What follows belongs to an exercise in optimizing a design on an open flow for small area, a short achievable clock period and few clock cycles per item; a production flow would make more cautious choices. Where RTL was checked, it was by simulation tests only, not by an equivalence proof against the original. For runs 1 to 5, only the layout was checked, not whether the RTL still works. No activity file was given, so power comes from the tool's default toggle rates.

==> flow/design.v <==
package bps_pkg;
  localparam int unsigned PATTERN_WORDS = 7;
  localparam int unsigned CFG_DATA_W    = 64;
  localparam int unsigned CFG_IDX_W     = 3;
  localparam int unsigned LEN_W         = 6;
  localparam int unsigned START_W       = 16;
  typedef enum logic [CFG_IDX_W-1:0] {
    CFG_BOUNDARY_LENGTH = 3'd0,
    CFG_PATTERN_WORD_0  = 3'd1,
    CFG_PATTERN_WORD_1  = 3'd2,
    CFG_PATTERN_WORD_2  = 3'd3,
    CFG_PATTERN_WORD_3  = 3'd4,
    CFG_PATTERN_WORD_4  = 3'd5,
    CFG_PATTERN_WORD_5  = 3'd6,
    CFG_PATTERN_WORD_6  = 3'd7
  } cfg_idx_e;
  typedef struct packed {
    logic [7:0] data_byte;
    logic       last_byte;
  } in_t;
  typedef struct packed {
    logic               found;
    logic               full_res;
    logic [START_W-1:0] match_start;
    logic [LEN_W-1:0]   bytes_missing;
  } out_t;
endpackage
module boundary_prefix_search #(
  parameter int unsigned      MAX_BOUNDARY   = 56,
  parameter longint unsigned  MAX_STRING_LEN = 65536
) (
  input  logic                                clk_i,
  input  logic                                rst_ni,
  input  logic                                in_valid_i,
  output logic                                in_stall_o,
  input  logic [8:0]                          in_data_i,
  output logic                                out_valid_o,
  input  logic                                out_stall_i,
  output logic [23:0]                         out_data_o,
  input  logic                                cfg_we_i,
  input  logic [2:0]                          cfg_idx_i,
  input  logic [63:0]                         cfg_data_i
);
  localparam int unsigned NB = 56;
  logic [5:0]         lenm1_q;            
  logic [NB-1:0][7:0] pat_q;
  logic [6:0]         wv_q;               
  logic [5:0]         lenm1_d;
  always_comb begin
    if (cfg_data_i[5:0] == 6'd0)       lenm1_d = 6'd0;
    else if (cfg_data_i[5:0] > 6'd56)  lenm1_d = 6'd55;
    else                               lenm1_d = cfg_data_i[5:0] - 6'd1;
  end
  always_ff @(posedge clk_i or negedge rst_ni) begin
    if (!rst_ni) begin
      lenm1_q <= 6'd0;
      wv_q    <= '0;
    end else if (cfg_we_i) begin
      if (cfg_idx_i == 3'd0) lenm1_q <= lenm1_d;
      else                   wv_q[cfg_idx_i - 3'd1] <= 1'b1;
    end
  end
  always_ff @(posedge clk_i) begin
    for (int w = 0; w < 7; w++) begin
      if (cfg_we_i && cfg_idx_i == 3'(w + 1)) begin
        for (int j = 0; j < 8; j++) pat_q[w*8 + j] <= cfg_data_i[j*8 +: 8];
      end
    end
  end
  logic stall_q;
  logic s1_valid_q, l_valid_q, l_last_q, out_valid_q;
  logic s1_ready, l_ready, out_free, move;
  logic s1_valid_d, l_valid_d, l_last_d, out_valid_d;
  logic [7:0] s1_byte_q;
  logic       s1_last_q;
  assign out_free = !out_valid_q || !out_stall_i;
  assign l_ready  = !l_valid_q || !l_last_q || out_free;
  assign s1_ready = !s1_valid_q || l_ready;
  assign move     = l_valid_q && l_last_q && out_free;
  always_comb begin
    s1_valid_d  = s1_ready ? (in_valid_i && !stall_q) : s1_valid_q;
    l_valid_d   = l_ready ? s1_valid_q : l_valid_q;
    l_last_d    = l_ready ? (s1_valid_q && s1_last_q) : l_last_q;
    out_valid_d = move || (out_valid_q && out_stall_i);
  end
  always_ff @(posedge clk_i or negedge rst_ni) begin
    if (!rst_ni) begin
      stall_q     <= 1'b0;
      s1_valid_q  <= 1'b0;
      l_valid_q   <= 1'b0;
      l_last_q    <= 1'b0;
      out_valid_q <= 1'b0;
    end else begin
      stall_q     <= s1_valid_d && l_valid_d && l_last_d && out_valid_d;
      s1_valid_q  <= s1_valid_d;
      l_valid_q   <= l_valid_d;
      l_last_q    <= l_last_d;
      out_valid_q <= out_valid_d;
    end
  end
  always_ff @(posedge clk_i) begin
    if (s1_ready) begin
      s1_byte_q <= in_data_i[8:1];
      s1_last_q <= in_data_i[0];
    end
  end
  logic [NB-1:0] live_q, live_d, hit;
  logic [15:0]   pcnt_q, pcnt_d;          
  logic          first_q;                 
  logic          full_seen_q;
  logic          full_now;
  logic          l_take;
  logic          at_lim;
  logic          zbyte;
  assign l_take = s1_valid_q && l_ready;
  always_comb begin
    zbyte = (s1_byte_q == 8'd0);
    for (int k = 0; k < NB; k++) begin
      hit[k] = wv_q[k/8] ? (pat_q[k] == s1_byte_q) : zbyte;
    end
    at_lim    = !first_q && (pcnt_q == 16'hFFFF);
    live_d[0] = hit[0] && !at_lim;
    for (int k = 1; k < NB; k++) begin
      live_d[k] = hit[k] && live_q[k-1] && !first_q && !at_lim;
    end
    if (first_q)                                                   pcnt_d = 16'd1;
    else if (pcnt_q == 16'hFFFF || full_seen_q || (l_valid_q && full_now)) pcnt_d = pcnt_q;
    else                                                           pcnt_d = pcnt_q + 16'd1;
  end
  always_ff @(posedge clk_i or negedge rst_ni) begin
    if (!rst_ni) begin
      first_q     <= 1'b1;
      full_seen_q <= 1'b0;
    end else begin
      if (l_take) first_q <= s1_last_q;
      if (l_valid_q && l_ready) full_seen_q <= !l_last_q && (full_seen_q || full_now);
    end
  end
  always_ff @(posedge clk_i) begin
    if (l_take) begin
      live_q <= live_d;
      pcnt_q <= pcnt_d;
    end
  end
  logic [63:0] onehot, mask, scan;
  logic        tail_hit;
  logic [5:0]  tail_k;
  logic        full;
  logic [31:0] v1;  logic [31:0][0:0] i1;
  logic [15:0] v2;  logic [15:0][1:0] i2;
  logic [7:0]  v3;  logic [7:0][2:0]  i3;
  logic [3:0]  v4;  logic [3:0][3:0]  i4;
  logic [1:0]  v5;  logic [1:0][4:0]  i5;
  always_comb begin
    for (int k = 0; k < 64; k++) begin
      onehot[k] = (k < NB) && (lenm1_q == 6'(k));
      mask[k]   = (k < NB) && (6'(k) < lenm1_q);
    end
    full_now = |(live_q & onehot[NB-1:0]);
    scan     = 64'(live_q) & mask;
    for (int n = 0; n < 32; n++) begin
      v1[n] = scan[2*n+1] | scan[2*n];
      i1[n] = scan[2*n+1];
    end
    for (int n = 0; n < 16; n++) begin
      v2[n] = v1[2*n+1] | v1[2*n];
      i2[n] = v1[2*n+1] ? {1'b1, i1[2*n+1]} : {1'b0, i1[2*n]};
    end
    for (int n = 0; n < 8; n++) begin
      v3[n] = v2[2*n+1] | v2[2*n];
      i3[n] = v2[2*n+1] ? {1'b1, i2[2*n+1]} : {1'b0, i2[2*n]};
    end
    for (int n = 0; n < 4; n++) begin
      v4[n] = v3[2*n+1] | v3[2*n];
      i4[n] = v3[2*n+1] ? {1'b1, i3[2*n+1]} : {1'b0, i3[2*n]};
    end
    for (int n = 0; n < 2; n++) begin
      v5[n] = v4[2*n+1] | v4[2*n];
      i5[n] = v4[2*n+1] ? {1'b1, i4[2*n+1]} : {1'b0, i4[2*n]};
    end
    tail_hit = v5[1] | v5[0];
    tail_k   = v5[1] ? {1'b1, i5[1]} : {1'b0, i5[0]};
  end
  logic [6:0]  lo_full, lo_tail;
  logic [9:0]  hi_m1;
  logic [15:0] start_full, start_tail;
  logic [23:0] res;
  always_comb begin
    full       = full_seen_q || full_now;
    hi_m1      = pcnt_q[15:6] - 10'd1;
    lo_full    = {1'b0, pcnt_q[5:0]} + {1'b0, ~lenm1_q};
    lo_tail    = {1'b0, pcnt_q[5:0]} + {1'b0, ~tail_k};
    start_full = {lo_full[6] ? pcnt_q[15:6] : hi_m1, lo_full[5:0]};
    start_tail = {lo_tail[6] ? pcnt_q[15:6] : hi_m1, lo_tail[5:0]};
    res = '0;
    if (full) begin
      res[23]   = 1'b1;
      res[22]   = 1'b1;
      res[21:6] = start_full;
    end else if (tail_hit) begin
      res[23]   = 1'b1;
      res[21:6] = start_tail;
      res[5:0]  = lenm1_q - tail_k;
    end
  end
  logic [23:0] out_q;
  always_ff @(posedge clk_i) begin
    if (move) out_q <= res;
  end
  assign in_stall_o  = stall_q;
  assign out_valid_o = out_valid_q;
  assign out_data_o  = out_q;
endmodule
==> flow/run.sh <==
#!/bin/bash
# synth_recipe.tcl (not shown) runs the flow's synth.tcl, then flattens the netlist and writes it again
# the make line also repeats each setting of config.mk as NAME=value (left out here)
make -C /OpenROAD-flow-scripts/flow DESIGN_CONFIG=/design/flow/config.mk WORK_HOME=/design/flow/orfs CLKGATE_MAP_FILE= SYNTH_SCRIPT=/design/flow/synth_recipe.tcl finish
==> flow/config.mk <==
export PLATFORM = sky130hd
export DESIGN_NAME = boundary_prefix_search
export DESIGN_NICKNAME = boundary_prefix_search
export VERILOG_FILES = /design/flow/design.v
export SDC_FILE = /design/flow/constraint.sdc
export NUM_CORES = 4
export LEC_CHECK = 0
export ABC_CLOCK_PERIOD_IN_PS = 2800
export CAP_MARGIN = 20
export CORE_MARGIN = 2
export CORE_UTILIZATION = 40
export SETUP_SLACK_MARGIN = 4.7
export SLEW_MARGIN = 20
==> flow/constraint.sdc <==
create_clock -name core_clock -period 7.5 [get_ports {clk_i}]
set_input_delay 1.5000 -clock core_clock [delete_from_list [all_inputs] [get_ports {clk_i}]]
set_output_delay 1.5000 -clock core_clock [all_outputs]
set_load 0.01 [all_outputs]
==> results.json, run 1 <==
{
  "dieWidth_um": 264,
  "grt_overflow": 0,
  "synth_top_area_share_pct": 61.2,
  "fmax_mhz": 229,
  "setup_tns_ns": 0,
  "drt_iter0_drc": 1650,
  "synth_top_cell_by_area": "edfxtp_1",
  "core_area_sq_mm": 0.0672,
  "yosysWarnings": 1,
  "finalCoreUtilization_pct": 49.0,
  "wl_met3_um": 5410,
  "ioPinCount": 107,
  "htree_levels": 2,
  "skew_ns": 0.0257,
  "nets": 2288,
  "rsz0062_at_grt": "yes",
  "status": "no timing/DRC/antenna violations",
  "dieArea_sq_mm": 0.0699,
  "top_layer": "met5",
  "grt_pass1_wl_um": 118000,
  "crit_type": "reg2reg",
  "wire_per_inst_um": 27.1,
  "async_flop_share_pct": 3.49,
  "clk_pin_slew_ns": 0.06,
  "endpoint_kind": "register",
  "vias_per_cell": 5.66,
  "arrival_ns": 4.85,
  "dr.pass1.iters": 5,
  "ys_top_cells_by_area": "edfxtp_1 (61%), xor2_1 (9.8%), xnor2_1 (5.6%)",
  "worst_pin_slew_ns": 1.13,
  "netlist_area_sq_mm": 0.0271,
  "wl_met1_um": 35400,
  "grt_pass1_vias": 17400,
  "met2_wirelength_um": 39900,
  "syn2layout_area_growth_pct": 21.3,
  "hold_viol_final": 0,
  "grt_max_degree": 65,
  "fin_crit_ns": 4.37,
  "clock-sinks": 573,
  "p_per_area_mw_per_mm2": 275,
  "maxSlewHeadroom_pct": 23.7,
  "cts_buffers": 60,
  "period_share_pct": 58.3,
  "worst_hold_slack_ns": 0.493,
  "wl_um": 83900,
  "placed_area_sq_mm": 0.0292,
  "max-vdd-ir-drop_v": 0.000182,
  "total_power_mw": 9.04,
  "initial_core_util_pct": 40.4,
  "final_area_sq_mm": 0.0329,
  "place_congestion": 0.940,
  "mostFrequentLayoutCells": "edfxtp_1 (553), xor2_1 (303), xnor2_1 (173)",
  "critPathLaunchType": "register",
  "max_cap_viol_count": 0,
  "syn_area_per_cell_sq_um": 13.6,
  "clkLatencyLatePin_ns": 0.63,
  "hold_class": "reg2reg",
  "ys_ff_latch": 573,
  "clockRootBuffer": "clkbuf_16",
  "slew_viol_final": 0,
  "cts_tree": "done",
  "drtAntennaViolNets": 0,
  "clockBufferDepth": 3,
  "die_height_um": 264,
  "rows": 95,
  "remaining_drc_errors": 0,
  "final_common_cell": "edfxtp_1",
  "critPathRequiredTime_ns": 7.98,
  "synth_edf_count": 553,
  "dpl.hpwl_um": 51000,
  "synthFlopType": "edfxtp_1",
  "syn_nets": 2108,
  "crit_fanout": 10,
  "antenna_found_initial": 5,
  "drive_above_1_share_pct": 16.1,
  "synth.distinct_cells": 93,
  "nFillCells": 5756,
  "grt_usage_pct": 23.1,
  "port_buffers": 106,
  "synthCells": 1995,
  "setup_viol": 0,
  "p_leak_nw": 11.4,
  "yosysSeqAreaShare_pct": 63.1,
  "vias": 17500
}
[flip-flops by register name (all words and copies together) (netlist names), 6 cells and up]
signal     flops
wv_q           7
live_q        56
out_q         24
pat_q        448
s1_byte_q      8
pcnt_q        16
lenm1_q        6
[cell type report]
| class | count | area, sq um | area share [%] |
|---|---|---|---|
| flip-flops and latches | 573 | 17100 | 52.0 |
| multi-input cells | 1277 | 10000 | 30.4 |
| repair buffers | 224 | 2480 | 7.52 |
| clock buffers | 72 | 1570 | 4.76 |
| well taps | 873 | 1090 | 3.32 |
| clock inverters | 39 | 479 | 1.46 |
| inverters | 39 | 156 | 0.475 |
| diodes | 1 | 2.50 | 0.00760 |
[worst paths after layout]
kind	endpoint	from	depth (start not counted)	slack [ns]
worst min-delay path	first_q$_DFFE_PN1P_	s1_last_q$_DFFE_PN_	2	0.49
max in group asynchronous	lenm1_q[5]$_DFFE_PN0P_	rst_ni	1	5.35
worst min register to register	first_q$_DFFE_PN1P_	s1_last_q$_DFFE_PN_	2	0.49
worst max register to register	out_q[20]$_DFFE_PP_	lenm1_q[1]$_DFFE_PN0P_	19	3.13
min in group asynchronous	wv_q[2]$_DFFE_PN0P_	rst_ni	1	1.43
worst max-delay path	out_q[20]$_DFFE_PP_	lenm1_q[1]$_DFFE_PN0P_	19	3.13
[cells by family after synthesis]
logic type	synth area share, %
XOR/XNOR	15.5
adder cells (fa/ha/maj)	1.56
AO/OA/AOI/OAI	7.65
flip-flops	63.1
buffers and inverters	2.49
multiplexers	0.710
AND/OR/NAND/NOR	9.07
[power by group]
group | leakage [nW] | switching (mW) | internal (mW)
Clock | 0.997 | 1.25 | 1.83
Sequential | 5.34 | 0.158 | 3.71
Combinational | 5.06 | 1.18 | 0.912
Total | 11.4 | 2.59 | 6.45
[cell usage after synthesis (29+ instances only)]
| master | count |
|---|---|
| ha_1 | 29 |
| nor4_1 | 61 |
| and3_1 | 68 |
| nor2_1 | 49 |
| o21ai_0 | 86 |
| xnor2_1 | 175 |
| inv_1 | 37 |
| clkbuf_1 | 62 |
| nand3_1 | 115 |
| edfxtp_1 | 553 |
| nand2_1 | 64 |
| xor2_1 | 304 |
[through the flow]
stage	std cells	setup WS [ns]
after floorplan	1995	3.48
after global placement	2899	2.16
after detailed placement	2899	2.14
after CTS	3074	3.19
after global routing	3097	3.03
final	3098	3.13
[critical path: stages (launching register included)]
cell	delay, ns
dfrtp_2	0.47
clkbuf_16	0.21
o21ai_1	0.39
o221ai_2	0.21
a21oi_2	0.20
nand2_2	0.08
or3_4	0.42
a21oi_2	0.13
nand3_2	0.12
a31oi_4	0.24
ha_4	0.16
inv_2	0.04
fa_2	0.35
nor2b_2	0.15
o21ai_2	0.09
a21boi_2	0.18
o21ai_2	0.08
nor2b_4	0.16
mux2i_4	0.30
o221a_1	0.24
[per-layer routing]
layer / vias to the layer above / GRT usage, %
met5: - / 0
met4: 2 / 8.05
met3: 147 / 3.17
met2: 683 / 37.8
met1: 8916 / 31.6
li1: 7788 / -
[timing repair]
action                                  CTS  global route
gates resized for setup                 185            52
hold buffers                              0             0
cloned                                   11             9
buffers inserted                         53            14
pin swaps                                44            23
endpoints found under the setup margin  500           322
==> run 2: changes to the inputs <==
--- a/flow/design.v
+++ b/flow/design.v
@@ -142,7 +142,7 @@
       pcnt_q <= pcnt_d;
     end
   end
-  logic [63:0] onehot, mask, scan;
+  logic [63:0] scan;
   logic        tail_hit;
   logic [5:0]  tail_k;
   logic        full;
@@ -152,12 +152,8 @@
   logic [3:0]  v4;  logic [3:0][3:0]  i4;
   logic [1:0]  v5;  logic [1:0][4:0]  i5;
   always_comb begin
-    for (int k = 0; k < 64; k++) begin
-      onehot[k] = (k < NB) && (lenm1_q == 6'(k));
-      mask[k]   = (k < NB) && (6'(k) < lenm1_q);
-    end
-    full_now = |(live_q & onehot[NB-1:0]);
-    scan     = 64'(live_q) & mask;
+    full_now = live_q[lenm1_q];
+    scan     = 64'(live_q);
     for (int n = 0; n < 32; n++) begin
       v1[n] = scan[2*n+1] | scan[2*n];
       i1[n] = scan[2*n+1];
@@ -181,6 +177,18 @@
     tail_hit = v5[1] | v5[0];
     tail_k   = v5[1] ? {1'b1, i5[1]} : {1'b0, i5[0]};
   end
+  function automatic logic [6:0] add_inv6(input logic [5:0] a, input logic [5:0] b);
+    logic [5:0] g, p, c;
+    logic       cy;
+    g  = a & ~b;
+    p  = a ^ ~b;
+    cy = 1'b0;
+    for (int i = 0; i < 6; i++) begin
+      c[i] = cy;
+      cy   = g[i] | (p[i] & cy);
+    end
+    add_inv6 = {cy, p ^ c};
+  endfunction
   logic [6:0]  lo_full, lo_tail;
   logic [9:0]  hi_m1;
   logic [15:0] start_full, start_tail;
@@ -188,8 +196,8 @@
   always_comb begin
     full       = full_seen_q || full_now;
     hi_m1      = pcnt_q[15:6] - 10'd1;
-    lo_full    = {1'b0, pcnt_q[5:0]} + {1'b0, ~lenm1_q};
-    lo_tail    = {1'b0, pcnt_q[5:0]} + {1'b0, ~tail_k};
+    lo_full    = add_inv6(pcnt_q[5:0], lenm1_q);
+    lo_tail    = add_inv6(pcnt_q[5:0], tail_k);
     start_full = {lo_full[6] ? pcnt_q[15:6] : hi_m1, lo_full[5:0]};
     start_tail = {lo_tail[6] ? pcnt_q[15:6] : hi_m1, lo_tail[5:0]};
     res = '0;
--- a/flow/config.mk
+++ b/flow/config.mk
@@ -9,5 +9,8 @@
 export CAP_MARGIN = 20
 export CORE_MARGIN = 2
 export CORE_UTILIZATION = 40
+export CTS_BUF_LIST = sky130_fd_sc_hd__clkbuf_8 sky130_fd_sc_hd__clkbuf_16
+export CTS_CLUSTER_DIAMETER = 50
+export CTS_CLUSTER_SIZE = 16
 export SETUP_SLACK_MARGIN = 4.7
 export SLEW_MARGIN = 20
==> results.json, run 2 <==
{
  "grt_overflow": 0,
  "grt_pass1_wl_um": 107000,
  "ys_ff_latch": 573,
  "nets": 2110,
  "vias_per_cell": 5.49,
  "cts_tree": "done",
  "skew_ns": 0.0589,
  "setup_viol": 0,
  "drtAntennaViolNets": 0,
  "max-vdd-ir-drop_v": 0.000197,
  "synth_edf_count": 553,
  "synthCells": 1827,
  "port_buffers": 106,
  "nFillCells": 5462,
  "grt_pass1_vias": 15800,
  "worst_pin_slew_ns": 0.858,
  "yosysMostFrequentCell": "edfxtp_1",
  "cts_buffers": 66,
  "setup_tns_ns": 0,
  "worst_hold_slack_ns": 0.504,
  "syn2layout_area_growth_pct": 21.4,
  "rsz0062_at_grt": "yes",
  "clkLatencyLatePin_ns": 0.63,
  "drt_iter0_drc": 1355,
  "mostFrequentLayoutCells": "edfxtp_1 (553), xor2_1 (288), xnor2_1 (185)",
  "total_power_mw": 8.24,
  "wire_per_inst_um": 25.5,
  "synth_top_area_share_pct": 63.4,
  "final_cells": 2906,
  "crit_slowest_cell": "or4_4",
  "p_leak_nw": 10.9,
  "vias": 16000,
  "die_height_um": 260,
  "r2r_slack_ns": 2.71,
  "cp_cell_sequence": "or4_4 -> buf_6 -> nor4b_4 -> a2111oi_4 -> o32a_1 -> o221a_4 -> ha_4 -> inv_2 -> fa_2 -> inv_2 -> fa_2 -> inv_2 -> fa_2 -> fa_2 -> inv_2 -> fa_2 -> buf_4 -> buf_6 -> nand2_2 -> o21ai_1 -> a21o_2 -> o211a_1",
  "initial_core_util_pct": 40.6,
  "maxSlewHeadroom_pct": 42.8,
  "dp.cells": 2723,
  "clock-sinks": 573,
  "pre_cts_slack_ns": 2.70,
  "top_regs": "pat_q (448), live_q (56), out_q (24)",
  "largest-register": "pat_q",
  "dieWidth_um": 260,
  "critPathRequiredTime_ns": 7.83,
  "arrival_ns": 5.12,
  "clk_pin_slew_ns": 0.06,
  "critPathLaunchType": "register",
  "crit_type": "reg2reg",
  "finalCoreUtilization_pct": 49.2,
  "crit_path_max_incr_delay_ns": 0.59,
  "rows": 93,
  "clockBufferDepth": 3,
  "crit_fanout": 4,
  "drive_above_1_share_pct": 16.5,
  "remaining_drc_errors": 0,
  "place_congestion": 0.884,
  "final_common_cell": "edfxtp_1",
  "status": "no timing/DRC/antenna violations",
  "grt_usage_pct": 21.8,
  "yosys-top-cells-count": "edfxtp_1 (553), xor2_1 (288), xnor2_1 (186)",
  "htree_levels": 3,
  "p_per_area_mw_per_mm2": 259,
  "synthFlopType": "edfxtp_1",
  "hold_viol_final": 0,
  "core_area_sq_mm": 0.0646,
  "ioPinCount": 107,
  "hold_class": "reg2reg",
  "placed_area_sq_mm": 0.0283,
  "period_share_pct": 63.9,
  "endpoint_kind": "register",
  "dpl.hpwl_um": 42900,
  "final_area_sq_mm": 0.0318,
  "syn_nets": 1938,
  "largest_register_ffs": 448,
  "netlist_area_sq_mm": 0.0262,
  "ctsHoldBuffers": 0,
  "fin_crit_ns": 4.79,
  "hold_depth": 1,
  "clockRootBuffer": "clkbuf_16",
  "slew_viol_final": 0,
  "fin_ws_ns": 2.71,
  "rr_worst_depth": 22,
  "ys_top_cells_by_area": "edfxtp_1 (63%), xor2_1 (9.6%), xnor2_1 (6.2%)",
  "dr.pass1.iters": 7,
  "synth_top_cell_by_area": "edfxtp_1",
  "fmax_mhz": 209,
  "synth.distinct_cells": 80,
  "crit_top_cell": "fa_2",
  "wl_um": 74200,
  "dieArea_sq_mm": 0.0676,
  "diodes": 0,
  "syn_area_per_cell_sq_um": 14.3,
  "max_cap_viol_count": 0,
  "antenna_found_initial": 2,
  "async_flop_share_pct": 3.49,
  "yosysSeqAreaShare_pct": 65.3,
  "grt_max_degree": 65,
  "yosysWarnings": 1
}
[run 2: logic make-up after synthesis]
logic type	after synthesis	synth area share [%]
simple gates	423	8.89
xor+xnor	474	15.8
compound gates	165	4.50
buf+inv	135	2.17
fa+ha+maj	30	1.75
flops	573	65.3
mux	27	1.53
[run 2: per-layer routing]
metal	track usage [%]	routed length (um)	share of wire, %
met5	0	13	0.018
met1	29.1	30900	42
met3	4.22	4930	6.6
met2	35.0	35300	48
met4	9.05	2960	4.0
[run 2: power by group]
| group | leakage (nW) | total, mW | internal, mW | switching, mW |
|---|---|---|---|---|
| registers | 5.34 | 3.83 | 3.69 | 0.145 |
| clock network | 1.14 | 3.31 | 1.87 | 1.44 |
| logic | 4.47 | 1.09 | 0.467 | 0.627 |
[run 2: timing repair]
item / CTS / global route
resized for setup: 129 / 58
cloned: 17 / 4
setup endpoints to repair: 571 / 293
pin swaps: 27 / 13
setup buffers: 30 / 12
[run 2: worst paths after layout]
check                                           from                 endpoint
worst max-delay path            live_q[13]$_DFFE_PP_      out_q[20]$_DFFE_PP_
worst min-delay path              l_last_q$_DFF_PN0_  full_seen_q$_DFFE_PN0P_
worst max register to register  live_q[13]$_DFFE_PP_      out_q[20]$_DFFE_PP_
worst min register to register    l_last_q$_DFF_PN0_  full_seen_q$_DFFE_PN0P_
max in group asynchronous                     rst_ni   lenm1_q[0]$_DFFE_PN0P_
min in group asynchronous                     rst_ni      wv_q[6]$_DFFE_PN0P_
[run 2: area by class of cell]
class	count	area, sq um	share of cell area [%]
timing repair buffer	179	1990	6.27
inverter	42	164	0.515
multi-input combinational	1137	9170	28.8
sequential	573	17100	53.8
tap	855	1070	3.36
clock inverter	54	636	2.00
clock buffer	66	1650	5.19
[run 2: worst max-delay path, delay by kind of cell, from the launching register on]
family | cells | cell delay [ns]
fa+ha+maj | 6 | 1.49
compound gates | 6 | 1.05
simple gates | 3 | 0.93
buf+inv | 7 | 0.61
flops | 1 | 0.42
==> run 3: changes to the inputs <==
--- a/flow/config.mk
+++ b/flow/config.mk
@@ -9,8 +9,5 @@
 export CAP_MARGIN = 20
 export CORE_MARGIN = 2
 export CORE_UTILIZATION = 40
-export CTS_BUF_LIST = sky130_fd_sc_hd__clkbuf_8 sky130_fd_sc_hd__clkbuf_16
-export CTS_CLUSTER_DIAMETER = 50
-export CTS_CLUSTER_SIZE = 16
 export SETUP_SLACK_MARGIN = 4.7
 export SLEW_MARGIN = 20
==> results.json, run 3 <==
{
  "worstHoldStart": "l_last_q$_DFF_PN0_",
  "crit_type": "reg2reg",
  "fmax_mhz": 212,
  "largest-register": "pat_q",
  "hold_viol_final": 0,
  "clockBufferDepth": 3,
  "grt_usage_pct": 21.4,
  "path_delay_family": "adder cells",
  "rows": 93,
  "hold_class": "reg2reg",
  "nFillCells": 5514,
  "async_flop_share_pct": 3.49,
  "setup_tns_ns": 0,
  "period_share_pct": 63.0,
  "final_common_cell": "edfxtp_1",
  "holdPathEnd": "full_seen_q$_DFFE_PN0P_",
  "crit_slowest_cell": "or4_4",
  "synth.distinct_cells": 80,
  "clock-sinks": 573,
  "initial_core_util_pct": 40.6,
  "crit_fanout": 4,
  "wl_um": 73100,
  "rr_worst_depth": 19,
  "clkLatencyLatePin_ns": 0.65,
  "die_height_um": 260,
  "yosys-top-cells-count": "edfxtp_1 (553), xor2_1 (288), xnor2_1 (186)",
  "synth_top_cell_by_area": "edfxtp_1",
  "dieArea_sq_mm": 0.0676,
  "yosysWarnings": 1,
  "synthCells": 1827,
  "maxSlewHeadroom_pct": 33.8,
  "p_per_area_mw_per_mm2": 247,
  "netlist_area_sq_mm": 0.0262,
  "yosysMostFrequentCell": "edfxtp_1",
  "r2r_slack_ns": 2.77,
  "core_area_sq_mm": 0.0646,
  "grt_overflow": 0,
  "cp_cell_sequence": "or4_4 -> nor3_4 -> a2111oi_2 -> o41ai_2 -> a211oi_1 -> o41a_1 -> fa_2 -> inv_2 -> fa_2 -> inv_2 -> fa_2 -> fa_2 -> inv_2 -> fa_2 -> inv_4 -> nor2_4 -> o21ai_1 -> o221a_2 -> o211a_1",
  "status": "no timing/DRC/antenna violations",
  "ys_ff_latch": 573,
  "total_power_mw": 7.70,
  "clk_pin_slew_ns": 0.06,
  "vias": 15800,
  "synth_top_area_share_pct": 63.4,
  "skew_ns": 0.0241,
  "syn_nets": 1938,
  "dr.pass1.iters": 8,
  "max_cap_viol_count": 0,
  "ctsHoldBuffers": 0,
  "top_regs": "pat_q (448), live_q (56), out_q (24)",
  "clockRootBuffer": "clkbuf_16",
  "cts_buffers": 61,
  "drt_iter0_drc": 1373,
  "p_leak_nw": 10.6,
  "drive_above_1_share_pct": 15.0,
  "r2r_start": "live_q[13]$_DFFE_PP_",
  "grt_max_degree": 65,
  "synth_edf_count": 553,
  "fin_crit_ns": 4.73,
  "vias_per_cell": 5.46,
  "crit_path_max_incr_delay_ns": 0.59,
  "crit_top_cell": "fa_2",
  "rsz0062_at_grt": "yes",
  "syn_area_per_cell_sq_um": 14.3,
  "grt_pass1_wl_um": 106000,
  "endpoint_kind": "register",
  "port_buffers": 106,
  "critPathRequiredTime_ns": 7.88,
  "largest_register_ffs": 448,
  "placed_area_sq_mm": 0.0283,
  "cts_tree": "done",
  "remaining_drc_errors": 0,
  "ys_top_cells_by_area": "edfxtp_1 (63%), xor2_1 (9.6%), xnor2_1 (6.2%)",
  "htree_levels": 2,
  "max-vdd-ir-drop_v": 0.000200,
  "wire_per_inst_um": 25.3,
  "worst_pin_slew_ns": 0.989,
  "critPathBufInv": 4,
  "dpl.hpwl_um": 42900,
  "ioPinCount": 107,
  "critPathLaunchType": "register",
  "synthFlopType": "edfxtp_1",
  "dieWidth_um": 260,
  "yosysSeqAreaShare_pct": 65.3,
  "final_area_sq_mm": 0.0312,
  "slew_viol_final": 0,
  "reg2reg_to": "out_q[15]$_DFFE_PP_",
  "hold_depth": 1,
  "syn2layout_area_growth_pct": 19.0,
  "setup_viol": 0,
  "nets": 2100,
  "antenna_found_initial": 1,
  "mostFrequentLayoutCells": "edfxtp_1 (553), xor2_1 (288), xnor2_1 (185)",
  "place_congestion": 0.884,
  "grt_pass1_vias": 15800,
  "arrival_ns": 5.10,
  "drtAntennaViolNets": 0
}
-- run 3: cell counts after synthesis --
No cell type changed its count.
-- run 3: stage by stage --
stage,hold WS (ns),utilization [%],setup WS [ns],std cells
after floorplan,0.464,-,3.10,1827
after global placement,0.494,43.8,2.77,2723
after detailed placement,0.500,43.8,2.70,2723
after CTS,0.509,47.7,2.78,2872
after global routing,0.536,48.3,2.65,2890
final,0.504,48.3,2.77,2891
-- run 3: logic make-up (layout without fill, tap and decap cells) --
logic type / Yosys count / after routing / synth area share [%]
adders and majority gates: 30 / 30 / 1.75
muxes: 27 / 27 / 1.53
xor gates and xnor gates: 474 / 474 / 15.8
AOI/OAI and AO/OA: 165 / 165 / 4.50
buffers and inverters: 135 / 326 / 2.17
and+or+nand+nor: 423 / 440 / 8.89
other: 0 / 1 / 0
DFF: 573 / 573 / 65.3
-- run 3: worst max-delay path by stage --
stage	from	end	slack [ns]	cells after the start
floorplan	live_q[42]$_DFFE_PP_	out_q[15]$_DFFE_PP_	3.10	19
global placement	live_q[49]$_DFFE_PP_	out_q[15]$_DFFE_PP_	2.77	17
detailed placement	live_q[49]$_DFFE_PP_	out_q[15]$_DFFE_PP_	2.70	17
CTS	live_q[13]$_DFFE_PP_	out_q[15]$_DFFE_PP_	2.78	19
global route	live_q[13]$_DFFE_PP_	out_q[15]$_DFFE_PP_	2.65	19
finish	live_q[13]$_DFFE_PP_	out_q[15]$_DFFE_PP_	2.77	19
-- run 3: repair_timing --
action | CTS | global route
gates resized for setup | 148 | 53
endpoints found under the setup margin | 571 | 324
gates cloned | 17 | 1
setup buffers | 23 | 17
pin swaps | 24 | 11
-- run 3: cell type report --
| class | instances | area (sq um) | share of cell area, % |
|---|---|---|---|
| inverter | 42 | 164 | 0.526 |
| clock buffer | 72 | 1600 | 5.13 |
| antenna | 1 | 2.50 | 0.00802 |
| timing repair buffer | 175 | 1850 | 5.92 |
| multi-input combinational | 1136 | 9140 | 29.3 |
| sequential | 573 | 17100 | 54.9 |
| clock inverter | 37 | 251 | 0.806 |
| tap | 855 | 1070 | 3.43 |
-- run 3: power breakdown --
group / total, mW / internal (mW) / switching [mW]
Combinational: 1.08 / 0.455 / 0.623
Sequential: 3.83 / 3.69 / 0.143
Clock: 2.80 / 1.55 / 1.25
Total: 7.70 / 5.69 / 2.01
-- run 3: metal layers --
metal,vias to the layer above,track usage [%],share of wire (%)
li1,7057,-,-
met1,8099,29.4,43
met2,524,35.2,49
met3,103,2.66,5.3
met4,2,7.55,2.8
met5,-,0,0.012
==> run 4: changes to the inputs <==
--- a/flow/design.v
+++ b/flow/design.v
@@ -68,19 +68,21 @@
     end
   end
   logic stall_q;
-  logic s1_valid_q, l_valid_q, l_last_q, out_valid_q;
+  logic s1_valid_q, l_valid_q, l_last_q, l_ph_q, out_valid_q;
   logic s1_ready, l_ready, out_free, move;
-  logic s1_valid_d, l_valid_d, l_last_d, out_valid_d;
+  logic s1_valid_d, l_valid_d, l_last_d, l_ph_d, out_valid_d;
   logic [7:0] s1_byte_q;
+  logic [7:0] s1_nbyte_q;                 
   logic       s1_last_q;
   assign out_free = !out_valid_q || !out_stall_i;
-  assign l_ready  = !l_valid_q || !l_last_q || out_free;
+  assign l_ready  = !l_valid_q || !l_last_q || (l_ph_q && out_free);
   assign s1_ready = !s1_valid_q || l_ready;
-  assign move     = l_valid_q && l_last_q && out_free;
+  assign move     = l_valid_q && l_last_q && l_ph_q && out_free;
   always_comb begin
     s1_valid_d  = s1_ready ? (in_valid_i && !stall_q) : s1_valid_q;
     l_valid_d   = l_ready ? s1_valid_q : l_valid_q;
     l_last_d    = l_ready ? (s1_valid_q && s1_last_q) : l_last_q;
+    l_ph_d      = l_valid_q && l_last_q && !l_ready;
     out_valid_d = move || (out_valid_q && out_stall_i);
   end
   always_ff @(posedge clk_i or negedge rst_ni) begin
@@ -89,9 +91,11 @@
       s1_valid_q  <= 1'b0;
       l_valid_q   <= 1'b0;
       l_last_q    <= 1'b0;
+      l_ph_q      <= 1'b0;
       out_valid_q <= 1'b0;
     end else begin
-      stall_q     <= s1_valid_d && l_valid_d && l_last_d && out_valid_d;
+      stall_q     <= s1_valid_d && l_valid_d && l_last_d && (!l_ph_d || out_valid_d);
+      l_ph_q      <= l_ph_d;
       s1_valid_q  <= s1_valid_d;
       l_valid_q   <= l_valid_d;
       l_last_q    <= l_last_d;
@@ -100,7 +104,8 @@
   end
   always_ff @(posedge clk_i) begin
     if (s1_ready) begin
-      s1_byte_q <= in_data_i[8:1];
+      s1_byte_q  <= in_data_i[8:1];
+      s1_nbyte_q <= ~in_data_i[8:1];
       s1_last_q <= in_data_i[0];
     end
   end
@@ -116,7 +121,8 @@
   always_comb begin
     zbyte = (s1_byte_q == 8'd0);
     for (int k = 0; k < NB; k++) begin
-      hit[k] = wv_q[k/8] ? (pat_q[k] == s1_byte_q) : zbyte;
+      if (k < NB/2) hit[k] = wv_q[k/8] ? (pat_q[k] == s1_byte_q) : zbyte;
+      else          hit[k] = wv_q[k/8] ? (pat_q[k] == ~s1_nbyte_q) : zbyte;
     end
     at_lim    = !first_q && (pcnt_q == 16'hFFFF);
     live_d[0] = hit[0] && !at_lim;
@@ -193,11 +199,18 @@
   logic [9:0]  hi_m1;
   logic [15:0] start_full, start_tail;
   logic [23:0] res;
-  always_comb begin
-    full       = full_seen_q || full_now;
+  logic        r_full_q, r_hit_q;
+  logic [5:0]  r_k_q;
+  always_ff @(posedge clk_i) begin
+    r_full_q <= full_seen_q || full_now;
+    r_hit_q  <= tail_hit;
+    r_k_q    <= tail_k;
+  end
+  always_comb begin
+    full       = r_full_q;
     hi_m1      = pcnt_q[15:6] - 10'd1;
     lo_full    = add_inv6(pcnt_q[5:0], lenm1_q);
-    lo_tail    = add_inv6(pcnt_q[5:0], tail_k);
+    lo_tail    = add_inv6(pcnt_q[5:0], r_k_q);
     start_full = {lo_full[6] ? pcnt_q[15:6] : hi_m1, lo_full[5:0]};
     start_tail = {lo_tail[6] ? pcnt_q[15:6] : hi_m1, lo_tail[5:0]};
     res = '0;
@@ -205,10 +218,10 @@
       res[23]   = 1'b1;
       res[22]   = 1'b1;
       res[21:6] = start_full;
-    end else if (tail_hit) begin
+    end else if (r_hit_q) begin
       res[23]   = 1'b1;
       res[21:6] = start_tail;
-      res[5:0]  = lenm1_q - tail_k;
+      res[5:0]  = lenm1_q - r_k_q;
     end
   end
   logic [23:0] out_q;
==> results.json, run 4 <==
{
  "status": "no timing/DRC/antenna violations",
  "hold_class": "reg2reg",
  "final_common_cell": "edfxtp_1",
  "yosysMostFrequentCell": "edfxtp_1",
  "die_height_um": 261,
  "async_flop_share_pct": 3.56,
  "critPathRequiredTime_ns": 7.87,
  "diodes": 0,
  "synthCells": 1791,
  "dpl.hpwl_um": 43200,
  "ys_ff_latch": 590,
  "synth_edf_count": 561,
  "clkLatencyLatePin_ns": 0.64,
  "largest-register": "pat_q",
  "clockBufferDepth": 3,
  "finalCoreUtilization_pct": 47.5,
  "syn2layout_area_growth_pct": 18.0,
  "endpoint_kind": "register",
  "p_per_area_mw_per_mm2": 309,
  "p_leak_nw": 10.6,
  "drt_iter0_drc": 1536,
  "yosysSeqAreaShare_pct": 66.5,
  "ioPinCount": 107,
  "max_cap_viol_count": 0,
  "synth.distinct_cells": 62,
  "crit_path_max_incr_delay_ns": 0.50,
  "syn_area_per_cell_sq_um": 14.7,
  "worst_pin_slew_ns": 1.04,
  "share_comb_of_total_power_pct": 22.3,
  "setup_viol": 0,
  "rsz0062_at_grt": "yes",
  "setup_tns_ns": 0,
  "grt_overflow": 0,
  "dieWidth_um": 261,
  "crit_type": "reg2reg",
  "gr-usage-met3_pct": 2.87,
  "clock-sinks": 590,
  "wire_per_inst_um": 25.7,
  "period_share_pct": 42.9,
  "max-vdd-ir-drop_v": 0.000199,
  "htree_levels": 2,
  "pre_cts_slack_ns": 3.47,
  "clk_pin_slew_ns": 0.06,
  "fin_ws_ns": 4.28,
  "power_frac_seq_pct": 46.3,
  "hold_viol_final": 0,
  "drtAntennaViolNets": 0,
  "arrival_ns": 3.59,
  "grt_pass1_wl_um": 104000,
  "synth.area.mux_share_pct": 1.90,
  "yosysWarnings": 1,
  "slew_viol_final": 0,
  "busiest_layer": "met2",
  "maxSlewHeadroom_pct": 30.8,
  "skew_ns": 0.0247,
  "crit_fanout": 6,
  "p_switching_mw": 2.92,
  "synth_top_area_share_pct": 63.9,
  "synthFlopType": "edfxtp_1",
  "port_buffers": 106,
  "synth_top_family_by_area": "XOR/XNOR gates",
  "ctsHoldBuffers": 0,
  "wl_um": 73400,
  "critPathLaunchType": "register",
  "top_regs": "pat_q (448), live_q (56), out_q (24)",
  "mostFrequentLayoutCells": "edfxtp_1 (561), xnor2_1 (246), xor2_1 (227)",
  "crit_slowest_cell": "dfrtp_4",
  "rows": 94,
  "clockRootBuffer": "clkbuf_16",
  "cts_buffers": 61,
  "crit_top_cell": "fa_2",
  "core_area_sq_mm": 0.0655,
  "fin_crit_ns": 3.22,
  "place_congestion": 0.877,
  "grt_use_met2_pct": 35.1,
  "synth_top_cell_by_area": "edfxtp_1",
  "path_delay_family": "adder cells",
  "antenna_found_initial": 5,
  "critPathBufInv": 3,
  "nFillCells": 5584,
  "synth-xor-area-share_pct": 15.7,
  "grt_usage_pct": 21.1,
  "vias": 15600,
  "synthSimpleGateAreaFrac_pct": 7.81,
  "largest_register_ffs": 448,
  "syn_nets": 1902,
  "fmax_mhz": 310,
  "dr.pass1.iters": 6,
  "synth-compound-area-share_pct": 4.04,
  "initial_core_util_pct": 40.2,
  "yosys-top-cells-count": "edfxtp_1 (561), xnor2_1 (247), xor2_1 (227)",
  "drive_above_1_share_pct": 11.8,
  "cts_tree": "done",
  "synth_fa_ha_area_share_pct": 1.74,
  "cp_cell_sequence": "inv_8 -> ha_4 -> inv_2 -> fa_2 -> fa_2 -> fa_2 -> fa_2 -> inv_2 -> fa_2 -> nand2_4 -> o21a_4 -> nand3_2 -> xor2_1 -> nor2_1",
  "power.share.switching_pct": 30.3,
  "grtUsageMet1_pct": 28.9,
  "grt_pass1_vias": 15200,
  "netlist_area_sq_mm": 0.0264,
  "dieArea_sq_mm": 0.0680,
  "intPower_mw": 6.71,
  "remaining_drc_errors": 0,
  "nets": 2056,
  "grt_max_degree": 60,
  "power.share.clock_pct": 31.4,
  "vias_per_cell": 5.47,
  "ys_top_cells_by_area": "edfxtp_1 (64%), xnor2_1 (8.2%), xor2_1 (7.5%)"
}
-- run 4: worst reg2reg max path, cell delays in order, from the launching register on --
cell and delay (ns):
dfrtp_4 0.50, inv_8 0.08, ha_4 0.12, inv_2 0.03, fa_2 0.35, fa_2 0.38, fa_2 0.35, fa_2 0.34
inv_2 0.07, fa_2 0.23, nand2_4 0.06, o21a_4 0.18, nand3_2 0.08, xor2_1 0.15, nor2_1 0.05
-- run 4: path summary, 6_finish.rpt --
check | startpoint | end | slack (ns) | cells after the start
setup reg to reg | lenm1_q[0]$_DFFE_PN0P_ | out_q[20]$_DFFE_PP_ | 4.28 | 14
max in group asynchronous | rst_ni | lenm1_q[0]$_DFFE_PN0P_ | 6.28 | 1
hold reg to reg | l_last_q$_DFF_PN0_ | full_seen_q$_DFFE_PN0P_ | 0.49 | 1
hold / removal | l_last_q$_DFF_PN0_ | full_seen_q$_DFFE_PN0P_ | 0.49 | 1
setup / recovery | lenm1_q[0]$_DFFE_PN0P_ | out_q[20]$_DFFE_PP_ | 4.28 | 14
min in group asynchronous | rst_ni | wv_q[4]$_DFFE_PN0P_ | 0.83 | 1
-- run 4: layout make-up --
cell class	count	area, sq um	share of cell area [%]
well taps	864	1080	3.47
repair buffers	158	1640	5.26
clock buffers	80	1640	5.27
clock inverters	34	343	1.10
flip-flops and latches	590	17500	56.4
inverters	51	199	0.639
multi-input cells	1083	8670	27.9
-- run 4: per-layer routing --
layer,wire length (um),vias to the layer above
li1,-,6913
met5,0,-
met4,2080,0
met1,31700,8046
met3,4360,124
met2,35400,562
-- run 4: per-stage QoR --
step | hold WS, ns | std cells | area [sq um] | power [mW]
detailed placement | 0.496 | 2696 | 28400 | 6.51
CTS | 0.498 | 2838 | 30700 | 9.60
global placement | 0.496 | 2696 | 28400 | 6.45
finish | 0.493 | 2860 | 31100 | 9.63
floorplan | 0.420 | 1791 | 26500 | 5.83
global route | 0.512 | 2860 | 31100 | 10.0
-- run 4: cell families (layout without fill, tap and decap cells) --
kind of cell / Yosys count / in the layout
AND/OR/NAND/NOR: 378 / 396
multiplexers: 26 / 26
buffers and inverters: 136 / 323
AO/OA/AOI/OAI: 157 / 157
XOR/XNOR: 474 / 474
adder cells (fa/ha/maj): 30 / 30
flip-flops: 590 / 590
-- run 4: what timing repair did --
action / 4_1_cts / 5_1_grt
pin swaps: 16 / 9
resized for setup: 75 / 40
setup buffers: 15 / 15
setup endpoints to repair: 579 / 378
cloned: 13 / 6
-- run 4: power by group through the flow --
stage / clock (mW) / combinational (mW) / sequential (mW)
2_1_floorplan: 0 / 1.53 / 4.30
3_3_place_gp: 0 / 1.94 / 4.51
3_5_place_dp: 0 / 1.98 / 4.53
4_1_cts: 3.07 / 2.09 / 4.44
5_1_grt: 3.19 / 2.36 / 4.49
6_report: 3.02 / 2.15 / 4.45
==> run 5: changes to the inputs <==
--- a/flow/config.mk
+++ b/flow/config.mk
@@ -5,9 +5,9 @@
 export SDC_FILE = /design/flow/constraint.sdc
 export NUM_CORES = 4
 export LEC_CHECK = 0
-export ABC_CLOCK_PERIOD_IN_PS = 2800
+export ABC_CLOCK_PERIOD_IN_PS = 2500
 export CAP_MARGIN = 20
 export CORE_MARGIN = 2
 export CORE_UTILIZATION = 40
-export SETUP_SLACK_MARGIN = 4.7
+export SETUP_SLACK_MARGIN = 5.0
 export SLEW_MARGIN = 20
==> results.json, run 5 <==
{
  "yosysWarnings": 1,
  "remaining_drc_errors": 0,
  "vias_per_cell": 5.47,
  "fmax_mhz": 315,
  "nFillCells": 5604,
  "share_comb_of_total_power_pct": 23.4,
  "antenna_found_initial": 6,
  "dpl.hpwl_um": 42700,
  "max_cap_viol_count": 0,
  "crit_fanout": 6,
  "synth_edf_count": 561,
  "power.share.switching_pct": 30.6,
  "syn_nets": 1902,
  "clk_pin_slew_ns": 0.06,
  "clockRootBuffer": "clkbuf_16",
  "async_flop_share_pct": 3.56,
  "cp_cell_sequence": "inv_8 -> ha_4 -> inv_2 -> fa_2 -> fa_2 -> fa_2 -> fa_2 -> inv_2 -> fa_2 -> nand2_4 -> o21a_4 -> nand3_1 -> xor2_1 -> nor2_1",
  "crit_type": "reg2reg",
  "crit_path_max_incr_delay_ns": 0.50,
  "cts_tree": "done",
  "top_regs": "pat_q (448), live_q (56), out_q (24)",
  "arrival_ns": 3.55,
  "drt_iter0_drc": 1675,
  "skew_ns": 0.0336,
  "largest_register_ffs": 448,
  "syn_area_per_cell_sq_um": 14.7,
  "wire_per_inst_um": 25.8,
  "endpoint_kind": "register",
  "slew_viol_final": 0,
  "period_share_pct": 42.4,
  "dr.pass1.iters": 5,
  "critPathRequiredTime_ns": 7.88,
  "fin_ws_ns": 4.32,
  "synth.distinct_cells": 62,
  "power.share.clock_pct": 30.9,
  "clockBufferDepth": 3,
  "synth_top_area_share_pct": 63.9,
  "rows": 94,
  "nets": 2061,
  "pre_cts_slack_ns": 3.48,
  "initial_core_util_pct": 40.2,
  "ys_top_cells_by_area": "edfxtp_1 (64%), xnor2_1 (8.2%), xor2_1 (7.5%)",
  "cts_buffers": 60,
  "hold_class": "reg2reg",
  "yosysMostFrequentCell": "edfxtp_1",
  "netlist_area_sq_mm": 0.0264,
  "grt_overflow": 0,
  "rsz0062_at_grt": "yes",
  "ys_ff_latch": 590,
  "worst_pin_slew_ns": 1.11,
  "hold_viol_final": 0,
  "grt_usage_pct": 21.7,
  "yosysSeqAreaShare_pct": 66.5,
  "port_buffers": 106,
  "grt_pass1_wl_um": 107000,
  "clkLatencyLatePin_ns": 0.64,
  "setup_tns_ns": 0,
  "place_congestion": 0.868,
  "vias": 15700,
  "die_height_um": 261,
  "drtAntennaViolNets": 0,
  "largest-register": "pat_q",
  "maxSlewHeadroom_pct": 26.0,
  "wl_um": 73900,
  "max-vdd-ir-drop_v": 0.000214,
  "ctsHoldBuffers": 0,
  "drive_above_1_share_pct": 14.7,
  "p_per_area_mw_per_mm2": 312,
  "power_frac_seq_pct": 45.8,
  "mostFrequentLayoutCells": "edfxtp_1 (561), xnor2_1 (246), xor2_1 (227)",
  "critPathLaunchType": "register",
  "synthFlopType": "edfxtp_1",
  "grt_pass1_vias": 15500,
  "dieArea_sq_mm": 0.0680,
  "status": "no timing/DRC/antenna violations",
  "multi_input_area_sq_mm": 0.00876,
  "intPower_mw": 6.75,
  "htree_levels": 2,
  "setup_viol": 0,
  "syn2layout_area_growth_pct": 18.1,
  "dieWidth_um": 261,
  "register_area_sq_mm": 0.0175,
  "crit_top_cell": "fa_2",
  "crit_slowest_cell": "dfrtp_4",
  "clock-sinks": 590,
  "core_area_sq_mm": 0.0655,
  "yosys-top-cells-count": "edfxtp_1 (561), xnor2_1 (247), xor2_1 (227)",
  "ioPinCount": 107,
  "synth_top_cell_by_area": "edfxtp_1",
  "fin_crit_ns": 3.18,
  "final_common_cell": "edfxtp_1",
  "p_switching_mw": 2.98,
  "grt_max_degree": 56,
  "p_leak_nw": 10.6,
  "synthCells": 1791
}
run 5: cell type report:
class,count,area share [%]
well taps,864,3.47
multi-input cells,1087,28.1
inverters,51,0.743
diodes,1,0.00804
clock inverters,35,1.06
flip-flops and latches,590,56.3
repair buffers,160,4.98
clock buffers,78,5.27
run 5: final timing paths:
check                      cells after the start                       to  slack (ns)              startpoint
setup / recovery                              14      out_q[20]$_DFFE_PP_        4.32  lenm1_q[0]$_DFFE_PN0P_
hold / removal                                 1  full_seen_q$_DFFE_PN0P_        0.50      l_last_q$_DFF_PN0_
setup reg to reg                              14      out_q[20]$_DFFE_PP_        4.32  lenm1_q[0]$_DFFE_PN0P_
hold reg to reg                                1  full_seen_q$_DFFE_PN0P_        0.50      l_last_q$_DFF_PN0_
max in group asynchronous                      1   lenm1_q[0]$_DFFE_PN0P_        6.29                  rst_ni
min in group asynchronous                      1  full_seen_q$_DFFE_PN0P_        0.83                  rst_ni
run 5: logic make-up (layout without fill, tap and decap cells):
kind of cell / after synthesis / in the layout / synth area share, %
DFF: 590 / 590 / 66.5
xor gates and xnor gates: 474 / 474 / 15.7
and+or+nand+nor: 378 / 400 / 7.81
AOI/OAI and AO/OA: 157 / 157 / 4.04
buffers and inverters: 136 / 324 / 2.24
adders and majority gates: 30 / 30 / 1.74
muxes: 26 / 26 / 1.90
other: 0 / 1 / 0
run 5: repair_timing:
action                                  4_1_cts  5_1_grt
gates resized for setup                     175       35
endpoints found under the hold margin         0        0
setup buffers                                28        2
cloned                                       24        2
endpoints found under the setup margin      672      178
pin swaps                                    15        4
run 5: through the flow:
step | power [mW] | cells | utilization [%] | cell area (sq um) | hold slack (ns)
2_1_floorplan | 5.83 | 1791 | - | 26600 | 0.420
3_3_place_gp | 6.46 | 2695 | 43.5 | 28500 | 0.498
3_5_place_dp | 6.52 | 2695 | 43.5 | 28500 | 0.506
4_1_cts | 9.72 | 2860 | 47.3 | 31000 | 0.513
5_1_grt | 10.2 | 2865 | 47.5 | 31100 | 0.524
6_report | 9.73 | 2866 | 47.5 | 31100 | 0.499
run 5: power by group through the flow:
stage / sequential [mW] / clock, mW / combinational, mW
after detailed placement: 4.52 / 0 / 2.00
final: 4.45 / 3.00 / 2.27
after floorplan: 4.30 / 0 / 1.53
after CTS: 4.44 / 3.04 / 2.23
after global routing: 4.49 / 3.18 / 2.48
after global placement: 4.51 / 0 / 1.95
run 5: layer usage:
metal	GRT usage [%]	wire length, um
met1	29.7	30600
met2	35.3	35200
met3	3.15	5170
met4	8.11	2940
met5	0	0
run 5: worst max-delay path, delay by kind of cell, from the launching register on:
| kind | cells | cell delay (ns) |
|---|---|---|
| AND/OR/NAND/NOR | 3 | 0.21 |
| adder cells (fa/ha/maj) | 6 | 1.72 |
| flip-flops | 1 | 0.50 |
| buffers and inverters | 3 | 0.17 |
| AO/OA/AOI/OAI | 1 | 0.17 |
| XOR/XNOR | 1 | 0.15 |
==> run 6: changes to the inputs <==
--- a/flow/design.v
+++ b/flow/design.v
@@ -183,17 +183,32 @@
     tail_hit = v5[1] | v5[0];
     tail_k   = v5[1] ? {1'b1, i5[1]} : {1'b0, i5[0]};
   end
-  function automatic logic [6:0] add_inv6(input logic [5:0] a, input logic [5:0] b);
-    logic [5:0] g, p, c;
-    logic       cy;
-    g  = a & ~b;
-    p  = a ^ ~b;
-    cy = 1'b0;
+  function automatic logic [6:0] add_inv6(input logic [5:0] a, input logic [5:0] b,
+                                          input logic ci);
+    logic [5:0] x, g0, t0, g1, t1, g2, t2, g3;
+    logic [6:0] c;
+    x  = a ^ ~b;
+    g0 = a & ~b;
+    t0 = a | ~b;
+    g0[0] = g0[0] | (t0[0] & ci);
     for (int i = 0; i < 6; i++) begin
-      c[i] = cy;
-      cy   = g[i] | (p[i] & cy);
-    end
-    add_inv6 = {cy, p ^ c};
+      g1[i] = (i >= 1) ? (g0[i] | (t0[i] & g0[i-1])) : g0[i];
+      t1[i] = (i >= 1) ? (t0[i] & t0[i-1]) : 1'b0;
+    end
+    for (int i = 0; i < 6; i++) begin
+      g2[i] = (i >= 2) ? (g1[i] | (t1[i] & g1[i-2])) : g1[i];
+      t2[i] = (i >= 2) ? (t1[i] & t1[i-2]) : 1'b0;
+    end
+    for (int i = 0; i < 6; i++) begin
+      g3[i] = (i >= 4) ? (g2[i] | (t2[i] & g2[i-4])) : g2[i];
+    end
+    c = {g3, ci};
+    add_inv6 = {c[6], x ^ c[5:0]};
+  endfunction
+  function automatic logic [9:0] dec10(input logic [9:0] a);
+    for (int i = 0; i < 10; i++) begin
+      dec10[i] = a[i] ^ ~(|(a & ((10'd1 << i) - 10'd1)));
+    end
   endfunction
   logic [6:0]  lo_full, lo_tail;
   logic [9:0]  hi_m1;
@@ -208,9 +223,9 @@
   end
   always_comb begin
     full       = r_full_q;
-    hi_m1      = pcnt_q[15:6] - 10'd1;
-    lo_full    = add_inv6(pcnt_q[5:0], lenm1_q);
-    lo_tail    = add_inv6(pcnt_q[5:0], r_k_q);
+    hi_m1      = dec10(pcnt_q[15:6]);
+    lo_full    = add_inv6(pcnt_q[5:0], lenm1_q, 1'b0);
+    lo_tail    = add_inv6(pcnt_q[5:0], r_k_q, 1'b0);
     start_full = {lo_full[6] ? pcnt_q[15:6] : hi_m1, lo_full[5:0]};
     start_tail = {lo_tail[6] ? pcnt_q[15:6] : hi_m1, lo_tail[5:0]};
     res = '0;
@@ -221,7 +236,7 @@
     end else if (r_hit_q) begin
       res[23]   = 1'b1;
       res[21:6] = start_tail;
-      res[5:0]  = lenm1_q - r_k_q;
+      res[5:0]  = add_inv6(lenm1_q, r_k_q, 1'b1);
     end
   end
   logic [23:0] out_q;
--- a/flow/config.mk
+++ b/flow/config.mk
@@ -5,9 +5,9 @@
 export SDC_FILE = /design/flow/constraint.sdc
 export NUM_CORES = 4
 export LEC_CHECK = 0
-export ABC_CLOCK_PERIOD_IN_PS = 2500
+export ABC_CLOCK_PERIOD_IN_PS = 2800
 export CAP_MARGIN = 20
 export CORE_MARGIN = 2
 export CORE_UTILIZATION = 40
-export SETUP_SLACK_MARGIN = 5.0
+export SETUP_SLACK_MARGIN = 4.7
 export SLEW_MARGIN = 20
==> results.json, run 6 <==
{
  "largest-register": "pat_q",
  "synthFlopType": "edfxtp_1",
  "share_comb_of_total_power_pct": 22.7,
  "arrival_ns": 3.11,
  "grt_overflow": 0,
  "grt_usage_pct": 21.2,
  "pre_cts_slack_ns": 3.63,
  "diodes": 0,
  "setup_tns_ns": 0,
  "grt_pass1_vias": 15400,
  "crit_start": "cfg_idx_i[0]",
  "max_cap_viol_count": 0,
  "placed_area_sq_mm": 0.0284,
  "final_area_sq_mm": 0.0312,
  "netlist_area_sq_mm": 0.0264,
  "initial_core_util_pct": 40.3,
  "worstHoldStart": "stall_q$_DFF_PN0_",
  "syn2layout_area_growth_pct": 18.1,
  "ioPinCount": 107,
  "async_flop_share_pct": 3.56,
  "power.share.switching_pct": 30.6,
  "crit_fanout": 16,
  "yosysSeqAreaShare_pct": 66.5,
  "power.share.clock_pct": 31.5,
  "drtAntennaViolNets": 0,
  "final_common_cell": "edfxtp_1",
  "mostFrequentLayoutCells": "edfxtp_1 (561), xor2_1 (246), xnor2_1 (235)",
  "wl_um": 72900,
  "critPathRequiredTime_ns": 7.74,
  "synth_edf_count": 561,
  "clockRootBuffer": "clkbuf_16",
  "intPower_mw": 6.68,
  "worst_hold_slack_ns": 0.498,
  "die_height_um": 261,
  "syn_nets": 1935,
  "dieWidth_um": 261,
  "port_buffers": 106,
  "core_area_sq_mm": 0.0655,
  "dr.pass1.iters": 7,
  "synthCells": 1805,
  "rsz0062_at_grt": "yes",
  "largest_register_ffs": 448,
  "p_leak_nw": 10.8,
  "synth.distinct_cells": 68,
  "skew_ns": 0.0228,
  "final_cells": 2888,
  "critPathLaunchType": "primary input",
  "power_frac_seq_pct": 45.8,
  "place_congestion": 0.829,
  "dieArea_sq_mm": 0.0680,
  "synth_top_area_share_pct": 63.9,
  "synth_top_cell_by_area": "edfxtp_1",
  "cts_tree": "done",
  "fin_crit_ns": 2.87,
  "htree_levels": 3,
  "cp_cell_sequence": "clkdlybuf4s50_1 -> ha_2 -> and3_4",
  "crit_type": "in2reg",
  "wire_per_inst_um": 25.2,
  "ys_top_cells_by_area": "edfxtp_1 (64%), xor2_1 (8.2%), xnor2_1 (7.8%)",
  "endpoint_kind": "register",
  "remaining_drc_errors": 0,
  "clock-sinks": 590,
  "hold_class": "reg2reg",
  "clkLatencyLatePin_ns": 0.60,
  "p_switching_mw": 2.94,
  "p_per_area_mw_per_mm2": 309,
  "nets": 2108,
  "crit_slowest_cell": "clkdlybuf4s50_1",
  "grt_max_degree": 33,
  "crit_path_max_incr_delay_ns": 0.57,
  "yosysMostFrequentCell": "edfxtp_1",
  "ys_ff_latch": 590,
  "maxSlewHeadroom_pct": 35.2,
  "antenna_found_initial": 5,
  "syn_area_per_cell_sq_um": 14.6,
  "worst_pin_slew_ns": 0.972,
  "drive_above_1_share_pct": 9.93,
  "yosysWarnings": 1,
  "hold_viol_final": 0,
  "vias": 15700,
  "dp.cells": 2726,
  "period_share_pct": 38.2,
  "status": "no timing/DRC/antenna violations",
  "fmax_mhz": 349,
  "cts_buffers": 66,
  "max-vdd-ir-drop_v": 0.000172,
  "top_regs": "pat_q (448), live_q (56), out_q (24)",
  "fin_ws_ns": 4.63,
  "grt_pass1_wl_um": 103000,
  "setup_viol": 0,
  "r2r_start": "lenm1_q[0]$_DFFE_PN0P_",
  "vias_per_cell": 5.42,
  "yosys-top-cells-count": "edfxtp_1 (561), xor2_1 (246), xnor2_1 (235)",
  "clk_pin_slew_ns": 0.05,
  "drt_iter0_drc": 1318,
  "slew_viol_final": 0,
  "dpl.hpwl_um": 41500,
  "clockBufferDepth": 3,
  "ctsHoldBuffers": 0,
  "rows": 94
}
-- run 6: logic make-up (layout without fill, tap and decap cells) --
| family | after synthesis | count (layout) | synth area share, % |
|---|---|---|---|
| flops | 590 | 590 | 66.5 |
| fa+ha+maj | 49 | 49 | 2.41 |
| compound gates | 188 | 189 | 4.48 |
| mux | 29 | 29 | 1.15 |
| simple gates | 340 | 361 | 7.49 |
| buf+inv | 128 | 325 | 2.03 |
| xor+xnor | 481 | 481 | 16.0 |
-- run 6: repair_timing --
item,CTS,global route
pin swaps,9,7
buffers inserted,6,18
setup endpoints to repair,494,350
resized for setup,59,28
cloned,18,6
-- run 6: worst paths after layout --
| kind | end | slack [ns] | depth (start not counted) |
|---|---|---|---|
| min reg2reg | s1_valid_q$_DFF_PN0_ | 0.50 | 1 |
| max | pat_q[440]$_DFFE_PP_ | 4.63 | 3 |
| max reg2reg | pcnt_q[1]$_SDFFCE_PP0P_ | 4.85 | 8 |
| min in group asynchronous | out_valid_q$_DFF_PN0_ | 1.43 | 1 |
| min | s1_valid_q$_DFF_PN0_ | 0.50 | 1 |
| max in group asynchronous | lenm1_q[2]$_DFFE_PN0P_ | 5.45 | 1 |
-- run 6: routing by layer --
layer | global-route usage [%] | part of all wire, % | up-vias
li1 | - | - | 7002
met1 | 26.9 | 41 | 8012
met2 | 36.6 | 50 | 509
met3 | 2.83 | 5.3 | 128
met4 | 8.79 | 3.5 | 2
met5 | 0 | 0.018 | -
-- run 6: critical path: cells and delay by family --
kind | cells | cell delay (ns)
buffers and inverters | 1 | 0.57
AND/OR/NAND/NOR | 1 | 0.49
adder cells (fa/ha/maj) | 1 | 0.52
-- run 6: layout make-up --
| class | count | area [sq um] |
|---|---|---|
| Clock buffer | 84 | 1810 |
| Multi-Input combinational cell | 1109 | 8670 |
| Tap cell | 864 | 1080 |
| Timing Repair Buffer | 151 | 1620 |
| Sequential cell | 590 | 17500 |
| Fill cell | 5684 | 34400 |
| Inverter | 60 | 225 |
| Clock inverter | 30 | 209 |
-- run 6: metrics by stage --
step	total power, mW	utilization [%]
final	9.62	47.6
after floorplan	5.74	-
after global routing	10.0	47.6
after detailed placement	6.52	43.4
after CTS	9.64	46.9
after global placement	6.48	43.4
-- run 6: power groups by stage --
stage               Clock [mW]  Combinational [mW]  Sequential [mW]
global placement             0                2.01             4.46
CTS                       3.09                2.15             4.40
global route              3.23                2.36             4.45
detailed placement           0                2.04             4.48
floorplan                    0                1.44             4.30
finish                    3.03                2.18             4.41
Testbench counts of run 6, summed over its fixed seeds: cycles 140,479, bytes 139,750.
==> run 7: changes to the inputs <==
--- a/flow/config.mk
+++ b/flow/config.mk
@@ -5,9 +5,9 @@
 export SDC_FILE = /design/flow/constraint.sdc
 export NUM_CORES = 4
 export LEC_CHECK = 0
-export ABC_CLOCK_PERIOD_IN_PS = 2800
+export ABC_CLOCK_PERIOD_IN_PS = 2500
 export CAP_MARGIN = 20
 export CORE_MARGIN = 2
 export CORE_UTILIZATION = 40
-export SETUP_SLACK_MARGIN = 4.7
+export SETUP_SLACK_MARGIN = 5.0
 export SLEW_MARGIN = 20
==> results.json, run 7 <==
{
  "status": "no timing/DRC/antenna violations",
  "hold_viol_final": 0,
  "async_flop_share_pct": 3.56,
  "grt_pass1_vias": 15300,
  "clkLatencyLatePin_ns": 0.64,
  "yosysMostFrequentCell": "edfxtp_1",
  "max_cap_viol_count": 0,
  "grt_usage_pct": 21.1,
  "syn2layout_area_growth_pct": 17.0,
  "mostFrequentLayoutCells": "edfxtp_1 (561), xor2_1 (246), xnor2_1 (235)",
  "wire_per_inst_um": 25.3,
  "power.share.switching_pct": 31.3,
  "hold_depth": 1,
  "syn_area_per_cell_sq_um": 14.6,
  "grt_max_degree": 37,
  "p_leak_nw": 10.6,
  "register_area_sq_mm": 0.0175,
  "drive_above_1_share_pct": 13.0,
  "arrival_ns": 1.18,
  "core_area_sq_mm": 0.0655,
  "p_per_area_mw_per_mm2": 312,
  "grt_overflow": 0,
  "p_switching_mw": 3.01,
  "dpl.hpwl_um": 42100,
  "vias_per_cell": 5.36,
  "antenna_found_initial": 6,
  "yosysSeqAreaShare_pct": 66.5,
  "cts_tree": "done",
  "synth_edf_count": 561,
  "critPathBufInv": 1,
  "share_comb_of_total_power_pct": 23.2,
  "vias": 15400,
  "cts_buffers": 61,
  "crit_type": "reg2out",
  "path_delay_family": "flip-flops",
  "rows": 94,
  "dr.pass1.iters": 5,
  "largest_register_ffs": 448,
  "synthCells": 1805,
  "die_height_um": 261,
  "ys_ff_latch": 590,
  "crit_fanout": 2,
  "clk_pin_slew_ns": 0.06,
  "critPathLaunchType": "register",
  "initial_core_util_pct": 40.3,
  "yosys-top-cells-count": "edfxtp_1 (561), xor2_1 (246), xnor2_1 (235)",
  "drt_iter0_drc": 1209,
  "top_regs": "pat_q (448), live_q (56), out_q (24)",
  "grt_pass1_wl_um": 103000,
  "period_share_pct": 35.8,
  "crit_path_max_incr_delay_ns": 0.43,
  "yosysWarnings": 1,
  "netlist_area_sq_mm": 0.0264,
  "nets": 2094,
  "power.share.clock_pct": 30.8,
  "port_buffers": 106,
  "max-vdd-ir-drop_v": 0.000192,
  "hold_class": "reg2reg",
  "synth_top_area_share_pct": 63.9,
  "htree_levels": 2,
  "rsz0062_at_grt": "yes",
  "multi_input_area_sq_mm": 0.00883,
  "intPower_mw": 6.61,
  "setup_viol": 0,
  "fmax_mhz": 373,
  "ys_top_cells_by_area": "edfxtp_1 (64%), xor2_1 (8.2%), xnor2_1 (7.8%)",
  "crit_slowest_cell": "dfrtp_2",
  "synth.distinct_cells": 68,
  "place_congestion": 0.835,
  "worst-path-stages": 1,
  "clock-sinks": 590
}
-- run 7: cell families after synthesis --
kind of cell             Yosys count  synth area share [%]
AO/OA/AOI/OAI                    188                  4.48
XOR/XNOR                         481                  16.0
adder cells (fa/ha/maj)           49                  2.41
buffers and inverters            128                  2.03
flip-flops                       590                  66.5
multiplexers                      29                  1.15
AND/OR/NAND/NOR                  340                  7.49
-- run 7: area by class of cell --
class	instances	area share, %
sequential	590	56.8
multi-input combinational	1109	28.6
clock buffer	72	5.08
timing repair buffer	142	3.96
tap	864	3.50
clock inverter	39	1.22
inverter	60	0.835
antenna	1	0.00811
-- run 7: layer usage --
layer | global-route usage, % | wire length, um | vias to the layer above
met3 | 3.66 | 4650 | 139
met5 | 0 | 38 | -
li1 | - | - | 6971
met4 | 9.19 | 2870 | 6
met2 | 35.0 | 35200 | 550
met1 | 27.2 | 29900 | 7769
-- run 7: metrics by stage --
step / instance area, sq um / util [%] / hold WS, ns / cells / setup WS [ns]
6_report: 30900 / 47.1 / 0.505 / 2877 / 4.82
5_1_grt: 30900 / 47.1 / 0.532 / 2876 / 4.79
4_1_cts: 30700 / 46.9 / 0.510 / 2868 / 4.79
3_5_place_dp: 28500 / 43.6 / 0.503 / 2726 / 3.59
3_3_place_gp: 28500 / 43.6 / 0.484 / 2726 / 3.60
2_1_floorplan: 26600 / - / 0.406 / 1805 / 4.09
-- run 7: final timing paths --
kind,from,endpoint,slack [ns]
max,out_valid_q$_DFF_PN0_,out_valid_o,4.82
min,l_last_q$_DFF_PN0_,full_seen_q$_DFFE_PN0P_,0.51
max reg2reg,pcnt_q[0]$_SDFFCE_PP1P_,out_q[21]$_DFFE_PP_,5.03
min reg2reg,l_last_q$_DFF_PN0_,full_seen_q$_DFFE_PN0P_,0.51
max in group asynchronous,rst_ni,lenm1_q[2]$_DFFE_PN0P_,6.25
min in group asynchronous,rst_ni,wv_q[4]$_DFFE_PN0P_,0.85
-- run 7: what timing repair did --
item | CTS | global route
hold buffers | 0 | 0
buffers inserted | 13 | 4
gates cloned | 18 | 4
pin swaps | 10 | 16
setup endpoints to repair | 590 | 351
gates resized for setup | 157 | 46
-- run 7: power groups by stage --
stage | registers, mW | clock network (mW) | logic, mW
after floorplan | 4.30 | 0 | 1.46
after global placement | 4.46 | 0 | 2.03
after detailed placement | 4.48 | 0 | 2.07
after CTS | 4.41 | 3.01 | 2.20
after global routing | 4.47 | 3.13 | 2.43
final | 4.43 | 2.96 | 2.23

Check on run 7: ideal ports give 4.816 ns setup slack; a clkbuf_16 on the clock port and buf_2 on the inputs give 4.753 ns; moving port delays by the midpoint clock arrival (0.691 ns) as well gives 4.370 ns.
